This is an optimization exercise on Yosys and OpenROAD, whose aim is a short achievable clock period and few clock cycles, not a production implementation. The RTL was checked by simulation tests, not by an equivalence proof against the original design.

**flow/config.mk**
```make
export PLATFORM = sky130hd
export DESIGN_NAME = cpu_top
export DESIGN_NICKNAME = cpu_top
export VERILOG_FILES = /design/flow/design.v
export SDC_FILE = /design/flow/constraint.sdc
export NUM_CORES = 4
export LEC_CHECK = 0
export ABC_CLOCK_PERIOD_IN_PS = 6000
export CAP_MARGIN = 20
export CORE_MARGIN = 2
export CORE_UTILIZATION = 55
export SETUP_SLACK_MARGIN = 2.0
export SLEW_MARGIN = 20
```
**flow/constraint.sdc**
```tcl
create_clock -name core_clock -period 9.0 [get_ports {clk}]
set_input_delay 1.8000 -clock core_clock [delete_from_list [all_inputs] [get_ports {clk}]]
set_output_delay 1.8000 -clock core_clock [all_outputs]
set_load 0.01 [all_outputs]
```
**flow/design.v**
```verilog
package cpu_pkg;
    localparam int DATA_W    = 8;   
    localparam int PC_W      = 8;   
    localparam int INSTR_W   = 9;   
endpackage
module instruction_memory #(
    parameter int K  = 4,    
    parameter int NP = 3     
) (
    input  logic                clk,
    input  logic                we,       
    input  logic [7:0]          waddr,
    input  logic [8:0]          wdata,
    input  logic [NP*8-1:0]     raddr,    
    output logic [NP*K*9-1:0]   rdata     
);
    localparam int LK = $clog2(K);
    localparam int NR = 256 / K;           
    logic [NP*K*9-1:0] bo;                 
    for (genvar m = 0; m < K; m++) begin : g_bank
        logic [8:0] mem [0:NR-1];
        always_ff @(posedge clk) begin
            if (we && waddr[LK-1:0] == LK'(m)) mem[waddr[7:LK]] <= wdata;
        end
        for (genvar p = 0; p < NP; p++) begin : g_rd
            logic [7-LK:0] row;
            assign row = raddr[p*8+LK +: 8-LK] + ((LK'(m) < raddr[p*8 +: LK]) ? 1'b1 : 1'b0);
            assign bo[(p*K+m)*9 +: 9] = mem[row];
        end
    end
    for (genvar p = 0; p < NP; p++) begin : g_port
        for (genvar i = 0; i < K; i++) begin : g_slot
            logic [LK-1:0] bs;
            assign bs = raddr[p*8 +: LK] + LK'(i);
            always_comb begin
                rdata[(p*K+i)*9 +: 9] = '0;
                for (int m = 0; m < K; m++) begin
                    if (bs == LK'(m)) rdata[(p*K+i)*9 +: 9] = bo[(p*K+m)*9 +: 9];
                end
            end
        end
    end
endmodule
module data_memory (
    input  logic        clk,
    input  logic        we0,
    input  logic [7:0]  waddr0,
    input  logic [7:0]  wdata0,
    input  logic        we1,        
    input  logic [7:0]  waddr1,
    input  logic [7:0]  wdata1,
    input  logic [31:0] raddr,      
    output logic [31:0] rdata,
    input  logic [7:0]  host_addr,
    output logic [7:0]  host_rdata
);
    logic [7:0] mem [0:255];
    always_ff @(posedge clk) begin
        if (we0) mem[waddr0] <= wdata0;
        if (we1) mem[waddr1] <= wdata1;
    end
    function automatic logic [7:0] fwd(input logic [7:0] ad, input logic [7:0] m,
                                       input logic v0, input logic [7:0] a0, input logic [7:0] d0,
                                       input logic v1, input logic [7:0] a1, input logic [7:0] d1);
        if (v1 && a1 == ad)      fwd = d1;
        else if (v0 && a0 == ad) fwd = d0;
        else                     fwd = m;
    endfunction
    for (genvar p = 0; p < 4; p++) begin : g_rd
        logic [7:0] ad;
        assign ad = raddr[p*8 +: 8];
        assign rdata[p*8 +: 8] = fwd(ad, mem[ad], we0, waddr0, wdata0, we1, waddr1, wdata1);
    end
    assign host_rdata = fwd(host_addr, mem[host_addr], we0, waddr0, wdata0, we1, waddr1, wdata1);
endmodule
module cpu_top (
    input  logic       clk,
    input  logic       rst_n,
    input  logic       start,        
    input  logic       prog_we,      
    input  logic [7:0] prog_addr,    
    input  logic [8:0] prog_data,    
    input  logic [7:0] host_addr,    
    output logic       done,         
    output logic [7:0] host_rdata    
);
    localparam int K   = 8;               
    localparam int D   = 1;               
    localparam int LDL = 1;               
    localparam int BZL = 1;               
    localparam int CW  = $clog2(K) + 1;   
    logic           running;
    logic           done_q;
    logic [7:0]     pc;                  
    logic [K*9-1:0] F;                   
    logic [31:0]    R;                   
    logic           idle_ok;             
    logic           xe;                  
    logic           go;                  
    logic [31:0]    Rv;                  
    assign done = done_q;
    assign xe = running | idle_ok;
    assign go = running | start;
    assign Rv = running ? R : 32'd0;
    function automatic logic [7:0] sel4(input logic [31:0] v, input logic [1:0] s);
        case (s)
            2'd0:    sel4 = v[7:0];
            2'd1:    sel4 = v[15:8];
            2'd2:    sel4 = v[23:16];
            default: sel4 = v[31:24];
        endcase
    endfunction
    function automatic logic [K-1:0] selk4(input logic [4*K-1:0] v, input logic [1:0] s);
        case (s)
            2'd0:    selk4 = v[0*K +: K];
            2'd1:    selk4 = v[1*K +: K];
            2'd2:    selk4 = v[2*K +: K];
            default: selk4 = v[3*K +: K];
        endcase
    endfunction
    function automatic logic [7:0] pick(input logic [K-1:0] sel, input logic [K*8-1:0] vals);
        logic [7:0] v;
        v = '0;
        for (int i = 0; i < K; i++) v = v | ({8{sel[i]}} & vals[i*8 +: 8]);
        pick = v;
    endfunction
    function automatic logic [7:0] add8(input logic [7:0] x, input logic [7:0] y,
                                        input logic ci);
        logic [8:0] g, p;
        g[0] = ci;
        p[0] = 1'b0;
        g[8:1] = x & y;
        p[8:1] = x ^ y;
        for (int d = 1; d < 9; d = d * 2) begin
            for (int k = 8; k >= d; k--) begin
                g[k] = g[k] | (p[k] & g[k-d]);
                p[k] = p[k] & p[k-d];
            end
        end
        add8 = (x ^ y) ^ g[7:0];
    endfunction
    logic [K*3-1:0] op;
    logic [K*2-1:0] fa, fb, dst;
    logic [K*8-1:0] cval, boff;
    logic [K-1:0]   is_alu, is_const, is_ld, is_st, is_bz, is_halt, wen;
    logic [K-1:0]   c0;                  
    logic [K-1:0]   cp_op;               
    for (genvar j = 0; j < K; j++) begin : g_dec
        logic [8:0] w;
        logic       li, zr;
        assign w              = F[j*9 +: 9];
        assign op[j*3 +: 3]   = w[8:6];
        assign fa[j*2 +: 2]   = w[5:4];
        assign fb[j*2 +: 2]   = w[3:2];
        assign boff[j*8 +: 8] = {{3{w[4]}}, w[4:0]};
        assign li             = (w[8:6] == 3'd4);
        assign zr             = (w[8:6] == 3'd1) && (w[5:4] == w[3:2]);    
        assign is_const[j]    = li || zr;
        assign c0[j]          = zr || (li && w[5:0] == 6'd0);
        assign cp_op[j]       = !w[8] && (w[7:6] != 2'd2);
        assign cval[j*8 +: 8] = li ? {{2{w[5]}}, w[5:0]} : 8'd0;
        assign is_alu[j]      = !w[8] && !zr;
        assign is_ld[j]       = (w[8:6] == 3'd5);
        assign is_st[j]       = (w[8:6] == 3'd6);
        assign is_bz[j]       = (w[8:6] == 3'd7) && !w[5];
        assign is_halt[j]     = (w[8:6] == 3'd7) &&  w[5];
        assign wen[j]         = !w[8] || li || is_ld[j];
        assign dst[j*2 +: 2]  = li ? 2'd1 : (is_ld[j] ? w[3:2] : w[5:4]);
    end
    logic [4*K-1:0] wx;
    for (genvar i = 0; i < K; i++) begin : g_wx
        for (genvar x = 0; x < 4; x++) begin : g_x
            assign wx[x*K + i] = wen[i] && (dst[i*2 +: 2] == 2'(x));
        end
    end
    logic [K*K-1:0] pa, pb, p1;
    for (genvar j = 0; j < K; j++) begin : g_prod
        logic [4*K-1:0] lw;    
        for (genvar x = 0; x < 4; x++) begin : g_x
            always_comb begin
                logic found;
                found = 1'b0;
                lw[x*K +: K] = '0;
                for (int i = K - 1; i >= 0; i--) begin
                    if (i < j) begin
                        if (wx[x*K + i] && !found) lw[x*K + i] = 1'b1;
                        if (wx[x*K + i]) found = 1'b1;
                    end
                end
            end
        end
        assign pa[j*K +: K] = selk4(lw, fa[j*2 +: 2]);
        assign pb[j*K +: K] = selk4(lw, fb[j*2 +: 2]);
        assign p1[j*K +: K] = lw[1*K +: K];
    end
    logic [K-1:0]   pcopy, is_copy;
    logic [K*K-1:0] ps;                  
    logic [K*2-1:0] fs;                  
    for (genvar j = 0; j < K; j++) begin : g_copy
        logic a0, b0, cb, ca;
        assign a0 = |(pa[j*K +: K] & c0);
        assign b0 = |(pb[j*K +: K] & c0);
        assign pcopy[j] = is_alu[j] && cp_op[j] && (a0 || b0);
        assign cb = is_alu[j] && cp_op[j] && b0 && !(|(pa[j*K +: K] & pcopy));
        assign ca = is_alu[j] && cp_op[j] && (op[j*3 +: 3] != 3'd1) && a0
                    && !(|(pb[j*K +: K] & pcopy)) && !cb;
        assign is_copy[j]   = cb || ca;
        assign ps[j*K +: K] = cb ? pa[j*K +: K] : pb[j*K +: K];
        assign fs[j*2 +: 2] = cb ? fa[j*2 +: 2] : fb[j*2 +: 2];
    end
    logic [(D+2)*K-1:0] lev, levn;
    assign lev[0 +: K]  = '1;
    assign levn[0 +: K] = '1;
    for (genvar n = 1; n <= D + 1; n++) begin : g_lev
        for (genvar j = 0; j < K; j++) begin : g_j
            if (n == 1) begin : g_1
                assign levn[n*K + j] = (is_alu[j] && !is_copy[j]) || is_ld[j];
            end else begin : g_n
                assign levn[n*K + j] = (is_alu[j] && !is_copy[j]
                                        && |((pa[j*K +: K] | pb[j*K +: K]) & lev[(n-1)*K +: K]))
                                     || (is_ld[j] && (LDL >= n));
            end
            assign lev[n*K + j] = is_copy[j] ? |(ps[j*K +: K] & levn[n*K +: K]) : levn[n*K + j];
        end
    end
    logic [K-1:0] stop, issue;
    logic [K-1:0] bz1, bz2, st1, st2;    
    logic [K-1:0] aft1, aft2;            
    for (genvar j = 0; j < K; j++) begin : g_iss
        logic s1, s2, b1, b2, hb;        
        always_comb begin
            s1 = 1'b0; s2 = 1'b0; b1 = 1'b0; b2 = 1'b0; hb = 1'b0;
            for (int i = 0; i < j; i++) begin
                s2 = s2 | (s1 & is_st[i]);
                s1 = s1 | is_st[i];
                b2 = b2 | (b1 & is_bz[i]);
                b1 = b1 | is_bz[i];
                hb = hb | is_halt[i];
            end
        end
        assign bz1[j]  = is_bz[j] && !b1;
        assign bz2[j]  = is_bz[j] && b1 && !b2;
        assign st1[j]  = is_st[j] && !s1;
        assign st2[j]  = is_st[j] && s1 && !s2;
        assign aft1[j] = b1;
        assign aft2[j] = b2;
        assign stop[j] = (j > 0 && hb)
                       | (is_ld[j] & (|pa[j*K +: K] | s1))
                       | (is_st[j] & s2)
                       | (is_bz[j] & (b2 | |(p1[j*K +: K] & lev[(BZL+1)*K +: K])))
                       | lev[(D+1)*K + j]
                       | (!running & is_halt[j]);    
    end
    always_comb begin
        logic ok;
        ok = xe;
        for (int j = 0; j < K; j++) begin
            ok = ok & !stop[j];
            issue[j] = ok;
        end
    end
    logic [CW-1:0] cnt;
    always_comb begin
        cnt = '0;
        for (int j = 0; j < K; j++) cnt = cnt + CW'(issue[j]);
    end
    logic [31:0]           LDV;         
    logic [(D+1)*K*8-1:0]  RES;         
    logic [(D+1)*K*8-1:0]  RESN;        
    logic [K*8-1:0]        A, B;        
    logic [K-1:0]          z;           
    assign RESN[0 +: K*8] = cval;
    for (genvar l = 1; l <= D; l++) begin : g_layer
        for (genvar j = 0; j < K; j++) begin : g_slot
            logic [7:0] a, b, s_add, s_sub, r;
            logic [2:0] o;
            logic [K-1:0] sa, sb;
            assign o  = op[j*3 +: 3];
            assign sa = pa[j*K +: K];
            assign sb = pb[j*K +: K];
            assign a = (|sa) ? pick(sa, RES[(l-1)*K*8 +: K*8]) : sel4(Rv, fa[j*2 +: 2]);
            assign b = (|sb) ? pick(sb, RES[(l-1)*K*8 +: K*8]) : sel4(Rv, fb[j*2 +: 2]);
            assign s_add = add8(a, b, 1'b0);
            assign s_sub = add8(a, ~b, 1'b1);
            assign r =
                  ({8{is_const[j]}} & cval[j*8 +: 8])
                | ({8{is_alu[j] && o[1:0] == 2'd0}} & s_add)
                | ({8{is_alu[j] && o[1:0] == 2'd1}} & s_sub)
                | ({8{is_alu[j] && o[1:0] == 2'd2}} & (a & b))
                | ({8{is_alu[j] && o[1:0] == 2'd3}} & (a | b))
                | ({8{is_ld[j] && (l >= LDL)}} & sel4(LDV, fa[j*2 +: 2]));
            assign RESN[(l*K + j)*8 +: 8] = r;
        end
    end
    for (genvar l = 0; l <= D; l++) begin : g_cres
        for (genvar j = 0; j < K; j++) begin : g_slot
            logic [K-1:0] sc;
            assign sc = ps[j*K +: K];
            assign RES[(l*K + j)*8 +: 8] = !is_copy[j] ? RESN[(l*K + j)*8 +: 8]
                                         : ((|sc) ? pick(sc, RESN[l*K*8 +: K*8]) : sel4(Rv, fs[j*2 +: 2]));
        end
    end
    for (genvar j = 0; j < K; j++) begin : g_view
        logic [K-1:0] sa, sb, s1;
        logic [7:0]   r1v;
        assign sa = pa[j*K +: K];
        assign sb = pb[j*K +: K];
        assign s1 = p1[j*K +: K];
        assign A[j*8 +: 8] = (|sa) ? pick(sa, RES[D*K*8 +: K*8]) : sel4(Rv, fa[j*2 +: 2]);
        assign B[j*8 +: 8] = (|sb) ? pick(sb, RES[D*K*8 +: K*8]) : sel4(Rv, fb[j*2 +: 2]);
        assign r1v = (|s1) ? pick(s1, RES[BZL*K*8 +: K*8]) : Rv[15:8];
        assign z[j] = (r1v == 8'd0);
    end
    logic         tk1, tk2;
    logic [K-1:0] exec;
    logic         halt_x;
    logic [7:0]   t1, t2, fall;
    always_comb begin
        logic [7:0] o1, o2;
        logic       k1, k2;
        k1 = 1'b0;
        k2 = 1'b0;
        o1 = '0;
        o2 = '0;
        for (int j = 0; j < K; j++) begin
            if (bz1[j]) o1 = 8'(j + 1) + boff[j*8 +: 8];
            if (bz2[j]) o2 = 8'(j + 1) + boff[j*8 +: 8];
            k1 = k1 | (bz1[j] & issue[j] & z[j]);
            k2 = k2 | (bz2[j] & issue[j] & z[j]);
        end
        tk1  = k1 & go;
        tk2  = k2 & !k1 & go;
        t1   = pc + o1;
        t2   = pc + o2;
        fall = (xe & go) ? (pc + 8'(cnt)) : 8'd0;
    end
    for (genvar j = 0; j < K; j++) begin : g_x
        assign exec[j] = issue[j] & !(tk1 & aft1[j]) & !(tk2 & aft2[j]);
    end
    assign halt_x = |(exec & is_halt);
    function automatic logic [31:0] final_regs(input logic [K-1:0] lim,
                                               input logic [4*K-1:0] w,
                                               input logic [K*8-1:0] rs,
                                               input logic [31:0] rf);
        logic [31:0] f;
        for (int x = 0; x < 4; x++) begin
            logic [7:0] v;
            logic       found;
            v = '0;
            found = 1'b0;
            for (int i = K - 1; i >= 0; i--) begin
                if (lim[i] && w[x*K + i] && !found) v = v | rs[i*8 +: 8];
                if (lim[i] && w[x*K + i]) found = 1'b1;
            end
            if (!found) v = rf[x*8 +: 8];
            f[x*8 +: 8] = v;
        end
        final_regs = f;
    endfunction
    logic [31:0] RN0, RN1, RN2, RN;
    assign RN0 = final_regs(issue, wx, RES[D*K*8 +: K*8], Rv);
    assign RN1 = final_regs(issue & ~aft1, wx, RES[D*K*8 +: K*8], Rv);
    assign RN2 = final_regs(issue & ~aft2, wx, RES[D*K*8 +: K*8], Rv);
    assign RN  = tk1 ? RN1 : (tk2 ? RN2 : RN0);
    logic       we0, we1;
    logic [7:0] wa0, wd0, wa1, wd1;
    always_comb begin
        we0 = 1'b0; we1 = 1'b0;
        wa0 = '0; wd0 = '0; wa1 = '0; wd1 = '0;
        for (int j = 0; j < K; j++) begin
            we0 = we0 | (st1[j] & exec[j]);
            we1 = we1 | (st2[j] & exec[j]);
            wa0 = wa0 | (st1[j] ? A[j*8 +: 8] : 8'd0);
            wd0 = wd0 | (st1[j] ? B[j*8 +: 8] : 8'd0);
            wa1 = wa1 | (st2[j] ? A[j*8 +: 8] : 8'd0);
            wd1 = wd1 | (st2[j] ? B[j*8 +: 8] : 8'd0);
        end
    end
    logic       pv0, pv1;
    logic [7:0] pa0, pd0, pa1, pd1;
    always_ff @(posedge clk) begin
        pv0 <= we0 & go & rst_n;
        pv1 <= we1 & go & rst_n;
        pa0 <= wa0;
        pd0 <= wd0;
        pa1 <= wa1;
        pd1 <= wd1;
    end
    data_memory i_data_memory (
        .clk        (clk),
        .we0        (pv0),
        .waddr0     (pa0),
        .wdata0     (pd0),
        .we1        (pv1),
        .waddr1     (pa1),
        .wdata1     (pd1),
        .raddr      (Rv),
        .rdata      (LDV),
        .host_addr  (host_addr),
        .host_rdata (host_rdata)
    );
    logic [3*K*9-1:0] fw;
    instruction_memory #(.K(K), .NP(3)) i_instruction_memory (
        .clk   (clk),
        .we    (prog_we & !running),
        .waddr (prog_addr),
        .wdata (prog_data),
        .raddr ({t2, t1, fall}),
        .rdata (fw)
    );
    logic [K*9-1:0] fw0;
    for (genvar i = 0; i < K; i++) begin : g_byp
        assign fw0[i*9 +: 9] = (prog_we && !running && prog_addr == 8'(i)) ? prog_data : fw[i*9 +: 9];
    end
    always_ff @(posedge clk) begin
        if (tk1) begin
            pc <= t1;
            F  <= fw[K*9 +: K*9];
        end else if (tk2) begin
            pc <= t2;
            F  <= fw[2*K*9 +: K*9];
        end else begin
            pc <= fall;
            F  <= fw0;
        end
        R <= go ? RN : 32'd0;
        idle_ok <= rst_n & !running & !start;
    end
    always_ff @(posedge clk) begin
        if (!rst_n) begin
            running <= 1'b0;
            done_q  <= 1'b0;
        end else if (running) begin
            if (halt_x) begin
                running <= 1'b0;
                done_q  <= 1'b1;
            end
        end else if (start) begin
            running <= 1'b1;
            done_q  <= 1'b0;
        end
    end
endmodule
```
**flow/run.sh**
```bash
#!/bin/bash
# synth_recipe.tcl (not shown) runs the flow's synth.tcl, then flattens the netlist and writes it again
# the make line also repeats each setting of config.mk as NAME=value (left out here)
make -C /OpenROAD-flow-scripts/flow DESIGN_CONFIG=/design/flow/config.mk WORK_HOME=/design/flow/orfs CLKGATE_MAP_FILE= SYNTH_SCRIPT=/design/flow/synth_recipe.tcl finish
```
==> summary.txt <==
[worst max path at each step]
stage	slack [ns]	depth (start not counted)	startpoint	end
floorplan	-0.41	49	F[44]	F[49]
global placement	-3.30	50	F[8]	F[32]
detailed placement	-3.35	50	F[8]	F[32]
CTS	-1.85	50	F[3]	F[33]
[power groups by stage]
stage | clock network [mW] | logic (mW) | registers (mW)
2_1_floorplan | 0 | 107 | 24.7
3_3_place_gp | 0 | 226 | 25.4
3_5_place_dp | 0 | 229 | 25.5
4_1_cts | 21.2 | 238 | 25.0
[synthesized netlist by cell type (210+ instances only)]
cell,instances,area share [%]
edfxtp_1,4352,35
a31oi_1,247,0.42
mux4_2,2941,18
inv_1,425,0.43
nand3_1,357,0.48
a21oi_1,1717,2.3
clkbuf_1,2577,2.6
buf_1,334,0.34
mux2i_1,2205,6.0
buf_2,515,0.70
a211oi_1,714,1.5
o211ai_1,518,1.1
nor2b_1,300,0.51
o22ai_1,856,1.5
ha_1,296,1.0
nand2_1,3918,4.0
a22oi_1,397,0.81
mux2_2,1130,3.4
o221ai_1,767,1.8
buf_4,210,0.43
nor3_1,356,0.48
nor2_1,2200,2.2
a221oi_1,427,1.0
o21ai_0,3368,4.6
[per-stage QoR]
stage	worst slack, ns	setup TNS (ns)	std cells	util, %
floorplan	-0.406	-16.63	34900	-
global placement	-3.30	-269.92	47600	65.3
detailed placement	-3.35	-277.12	47600	65.4
CTS	-1.85	-136.40	48700	68.5
[metal layers]
layer / GRT usage [%] / overflow
met3: 81.5 / 504
met4: 84.3 / 1159
met2: 95.8 / 1410
met5: 62.8 / 77
met1: 89.8 / 437
[what timing repair did]
item,4_1_cts
setup buffers,143
pin swaps,239
cloned,14
gates resized for setup,653
endpoints found under the hold margin,0
endpoints found under the setup margin,156
hold buffers,0
[logic make-up after synthesis]
kind of cell	synth area share, %
XOR/XNOR	0.594
adder cells (fa/ha/maj)	1.09
AO/OA/AOI/OAI	19.8
multiplexers	27.4
flip-flops	36.2
buffers and inverters	4.84
AND/OR/NAND/NOR	9.98
==> reports/qor.yml <==
cts_root_buf: "clkbuf_16"
clk_path_buf_depth: 4
placementRows: 300
synth-edff-count: 4352
io_buffers: 37
syn_avg_cell_area_um2: 10.6
numCtsBuffers: 476
synth-seq-cells: 4501
async_flop_share_pct: 0
grt_max_degree: 171
grt.overflow.total: 3587
ys_warn_count: 3
toolErrorMsg: "[ERROR GRT-0116] Global routing finished with congestion. Check the congestion regions in the DRC Viewer."
die_w_um: 823
place_congestion: 1.42
synth_cell_types: 167
ys_seq_area_share_pct: 36.2
htree_levels: 5
syn_area_um2: 369000
die_h_um: 823
place_area_um2: 437000
pin_count: 38
cts_sinks: 4501
lastStage: "5_1_grt"
grtUsageTotal_pct: 88.2
syn-instance-count: 34900
initial_core_util_pct: 55.3
dp.final_hpwl_mm: 2020
synth_ff_type: "edfxtp_1"
grt_first_pass_wirelength_mm: 4210
synth_nets: 35200
grt_pass1_vias: 456000
status: "stopped before the end"
Testbench counts, summed over its fixed seeds: cycles 14,410.
